From an optimization exercise on the open Yosys and OpenROAD flow, aimed at small area, a short achievable clock period and few clock cycles per item; shortcuts taken in it are not production practice. Function was checked by simulation only, so behaviour that the tests miss may differ from the original. Power figures rest on the tool's default switching activity, not on a simulated workload.

==> flow/design.v <==
module scalar_kalman_filter (
  input  logic                 clk,
  input  logic                 rst,
  input  logic                 cfg_we,
  input  logic [2:0]           cfg_index,
  input  logic [31:0]          cfg_data,
  input  logic                 obs_valid,
  output logic                 obs_ready,
  input  logic [31:0]          obs_observation,
  input  logic                 obs_restart,
  output logic                 res_valid,
  input  logic                 res_ready,
  output logic [31:0]          res_estimate,
  output logic [16:0]          res_gain,
  output logic [31:0]          res_error_variance
);
  logic [31:0] cfg_r, cfg_q, cfg_x0, cfg_p0;
  logic        res_vld;
  logic [31:0] obs_q;
  logic        obs_rs_q;
  logic        obs_full;
  logic        busy;
  logic [3:0]  cnt;
  logic [32:0] rem;       
  logic [32:0] den;       
  logic [31:0] pm_q;      
  logic [32:0] dif;       
  logic        r0_q;      
  logic        one_q;     
  logic [15:0] kd;        
  logic [1:0]  qd_q;      
  logic [49:0] xacc;      
  logic [48:0] uacc;      
  logic fin, fire, go, prep, start, accept, iter, acc;
  assign fin    = busy && (cnt == 4'd9);
  assign fire   = fin && res_ready;
  assign go     = obs_full && (fire || !busy);
  assign prep   = go && obs_rs_q;
  assign start  = go && !obs_rs_q;
  assign obs_ready = !obs_full;
  assign accept = obs_valid && obs_ready;
  assign iter   = busy && !cnt[3];
  assign acc    = busy && (cnt != 4'd0) && (cnt != 4'd9);
  logic [31:0] est_new, var_new;
  assign est_new = xacc[47:16];
  assign var_new = uacc[47:16];
  logic [31:0] x_b, p_b;
  logic [32:0] dif_nx;
  logic [32:0] pm_raw;
  logic [33:0] den_raw;
  logic [32:0] den_sat;
  logic [31:0] pm_nx;
  logic [32:0] den_nx;
  logic        r0, one_nx;
  assign x_b    = est_new;
  assign p_b    = var_new;
  assign dif_nx = {obs_q[31], obs_q} - xacc[48:16];
  assign pm_raw  = {1'b0, p_b} + {1'b0, cfg_q};
  logic [33:0] dn_s, dn_c;
  assign dn_s    = {2'b0, p_b ^ cfg_q ^ cfg_r};
  assign dn_c    = {1'b0, (p_b & cfg_q) | (p_b & cfg_r) | (cfg_q & cfg_r), 1'b0};
  assign den_raw = dn_s + dn_c;
  assign den_sat = {1'b0, 32'hFFFF_FFFF} + {1'b0, cfg_r};
  assign pm_nx   = pm_raw[32] ? 32'hFFFF_FFFF : pm_raw[31:0];
  assign den_nx  = pm_raw[32] ? den_sat : den_raw[32:0];
  assign r0      = (cfg_r == 32'd0);
  assign one_nx  = r0 && ((p_b != 32'd0) || (cfg_q != 32'd0));
  logic [35:0] r4, t1, t2, t3;
  logic [1:0]  qd;
  logic [32:0] rem_nx;
  assign r4 = {1'b0, rem, 2'b00};
  assign t1 = r4 - {3'b0, den};
  assign t2 = r4 - {2'b0, den, 1'b0};
  logic [35:0] t3a, t3b, t3s, t3c;
  assign t3a = ~{3'b0, den};
  assign t3b = ~{2'b0, den, 1'b0};
  assign t3s = r4 ^ t3a ^ t3b;
  assign t3c = {(r4[34:0] & t3a[34:0]) | (r4[34:0] & t3b[34:0]) | (t3a[34:0] & t3b[34:0]), 1'b1};
  assign t3 = t3s + t3c + 36'd1;
  always_comb begin
    if (r0_q) begin
      qd = 2'd0;
    end else if (!t3[35]) begin
      qd = 2'd3;
    end else if (!t2[35]) begin
      qd = 2'd2;
    end else if (!t1[35]) begin
      qd = 2'd1;
    end else begin
      qd = 2'd0;
    end
  end
  always_comb begin
    unique case (qd)
      2'd3:    rem_nx = t3[32:0];
      2'd2:    rem_nx = t2[32:0];
      2'd1:    rem_nx = t1[32:0];
      default: rem_nx = r4[32:0];
    endcase
  end
  logic [49:0] xacc_nx;
  logic [48:0] uacc_nx;
  logic [49:0] xa, xb, xs3, xc3;
  logic [48:0] ua, ub, us3, uc3;
  assign xa  = {xacc[47:0], dif[32], dif[32]};
  assign xb  = qd_q[1] ? {{16{dif[32]}}, dif, 1'b0} : 50'd0;
  assign xs3 = xa ^ xb ^ (qd_q[0] ? {{17{dif[32]}}, dif} : 50'd0);
  assign xc3 = {(xa[48:0] & xb[48:0]) | ((xa[48:0] | xb[48:0]) & (qd_q[0] ? {{16{dif[32]}}, dif} : 49'd0)), 1'b0};
  assign xacc_nx = xs3 + xc3;
  assign ua  = {uacc[46:0], 2'b00};
  assign ub  = qd_q[1] ? ~{16'd0, pm_q, 1'b0} : 49'd0;
  logic [48:0] u3;
  assign u3  = qd_q[0] ? ~{17'd0, pm_q} : 49'd0;
  assign us3 = ua ^ ub ^ u3;
  assign uc3 = {(ua[47:0] & ub[47:0]) | ((ua[47:0] | ub[47:0]) & u3[47:0]), qd_q[1]};
  assign uacc_nx = us3 + uc3 + {48'd0, qd_q[0]};
  always_ff @(posedge clk) begin
    if (rst) begin
      cfg_r  <= 32'd65536;
      cfg_q  <= 32'd655;
      cfg_x0 <= 32'd0;
      cfg_p0 <= 32'd65536;
    end else if (cfg_we) begin
      case (cfg_index)
        3'd0: cfg_r  <= cfg_data;
        3'd1: cfg_q  <= cfg_data;
        3'd2: cfg_x0 <= cfg_data;
        3'd3: cfg_p0 <= cfg_data;
        default: ;
      endcase
    end
  end
  always_ff @(posedge clk) begin
    if (rst) begin
      obs_full <= 1'b0;
    end else if (accept) begin
      obs_full <= 1'b1;
    end else if (start) begin
      obs_full <= 1'b0;
    end
  end
  always_ff @(posedge clk) begin
    if (accept) begin
      obs_q    <= obs_observation;
    end
    if (accept) begin
      obs_rs_q <= obs_restart;
    end else if (prep) begin
      obs_rs_q <= 1'b0;
    end
  end
  always_ff @(posedge clk) begin
    if (rst) begin
      busy <= 1'b0;
      cnt  <= 4'd0;
    end else if (start) begin
      busy <= 1'b1;
      cnt  <= 4'd0;
    end else if (fire) begin
      busy <= 1'b0;
    end else if (busy && !fin) begin
      cnt  <= cnt + 4'd1;
    end
  end
  always_ff @(posedge clk) begin
    if (rst) begin
      res_vld <= 1'b0;
    end else if (busy && (cnt == 4'd8)) begin
      res_vld <= 1'b1;
    end else if (res_ready) begin
      res_vld <= 1'b0;
    end
  end
  always_ff @(posedge clk) begin
    if (rst) begin
      xacc <= 50'd0;
      uacc <= {17'd1, 32'd0};
      dif  <= 33'd0;
    end else if (prep) begin
      xacc <= {{2{cfg_x0[31]}}, cfg_x0, 16'd0};
      uacc <= {1'b0, cfg_p0, 16'd0};
    end else if (start) begin
      xacc <= one_nx ? {{18{obs_q[31]}}, obs_q} : {{18{x_b[31]}}, x_b};
      uacc <= one_nx ? 49'd0 : {17'd0, pm_nx};
      dif  <= dif_nx;
    end else if (acc) begin
      xacc <= xacc_nx;
      uacc <= uacc_nx;
    end
  end
  always_ff @(posedge clk) begin
    if (start) begin
      rem   <= {1'b0, pm_nx};
      den   <= den_nx;
      pm_q  <= pm_nx;
      r0_q  <= r0;
      one_q <= one_nx;
      kd    <= 16'd0;
      qd_q  <= 2'd0;
    end else if (iter) begin
      rem   <= rem_nx;
      kd    <= {kd[13:0], qd};
      qd_q  <= qd;
    end
  end
  assign res_valid          = res_vld;
  assign res_estimate       = est_new;
  assign res_gain           = {one_q, kd};
  assign res_error_variance = var_new;
endmodule
Settings: LEC_CHECK=0, CAP_MARGIN=20, CORE_MARGIN=2, CORE_UTILIZATION=60, CTS_CLUSTER_DIAMETER=80, CTS_CLUSTER_SIZE=40, SETUP_SLACK_MARGIN=5, SLEW_MARGIN=20, TNS_END_PERCENT=100; clock period 11.0 ns.
standard.sh (not shown) runs the stock make flow with config.mk's settings and CLKGATE_MAP_FILE= SYNTH_SCRIPT=/design/flow/synth_recipe.tcl, a recipe that flattens the netlist after the stock synthesis.
==> flow/flow/run.sh <==
#!/bin/bash
set -euo pipefail
sed -e 's/SETUP_SLACK_MARGIN=[0-9.]*/SETUP_SLACK_MARGIN=6.6/' standard.sh > standard_margin.sh
grep -q 'SETUP_SLACK_MARGIN=6.6' standard_margin.sh
bash standard_margin.sh > standard.log 2>&1
The first run completed without violations.
Testbench counts at the start, summed over its fixed seeds: cycles 16,024, items 1,600.
Change:
==> flow/flow/run.sh (replaced) <==
#!/bin/bash
set -euo pipefail
sed -e 's/SETUP_SLACK_MARGIN=[0-9.]*/SETUP_SLACK_MARGIN=7.0/' standard.sh > standard_margin.sh
grep -q 'SETUP_SLACK_MARGIN=7.0' standard_margin.sh
bash standard_margin.sh > standard.log 2>&1
The new run finished clean.
Combinational power came out higher by 18%.
Clock skew is about the same.
Setup slack gains 0.28 ns.
Wire length came out higher by 5.7%.
Sequential share of layout area came out lower by 1.3 points.
Area after synthesis is unchanged.
Global-route usage grows by 0.86 points.
Non-clock buffer count came out higher by 134.
First-iteration DRC count increases by 21%.
Sequential power stays flat.
Change:
==> flow/flow/run.sh (replaced) <==
#!/bin/bash
set -euo pipefail
sed -e 's/SETUP_SLACK_MARGIN=[0-9.]*/SETUP_SLACK_MARGIN=6.8/' standard.sh > standard_margin.sh
grep -q 'SETUP_SLACK_MARGIN=6.8' standard_margin.sh
bash standard_margin.sh > standard.log 2>&1
Outcome: Count of clock-buffer cells in the layout went down by 9; global-route usage falls by 0.50 points; flip-flop and latch count does not change; non-clock buffer count fell by 93.

[static timing again, ports no longer ideal]
The results above use ideal ports. As a check the final layouts listed here were re-extracted and re-timed, cells and wires unchanged. Step 1 assumes that a clkbuf_16 drives the clock port and a buf_2 every other input. Step 2 times the ports against the registers' clock, not the clock port: input delays grow and output delays shrink by t, the midpoint of the rising clock arrivals with the driver on. a / b / c = ideal / step 1 / step 2; a / b = the first two.
| run | t (ns) | setup WS [ns] | cell pins on the clock port's net |
|---|---|---|---|
| the first run | 0.706 | 6.587 / 6.587 / 6.064 | 1 |
| the second run | 0.705 | 6.866 / 6.798 / 6.440 | 1 |
| the third run | 0.692 | 6.784 / 6.746 / 6.276 | 1 |
After both steps setup and hold are still met in every run listed. The setup slack of the first run, which loses most, moves by 0.000 ns with the drivers and by -0.523 ns with both steps.
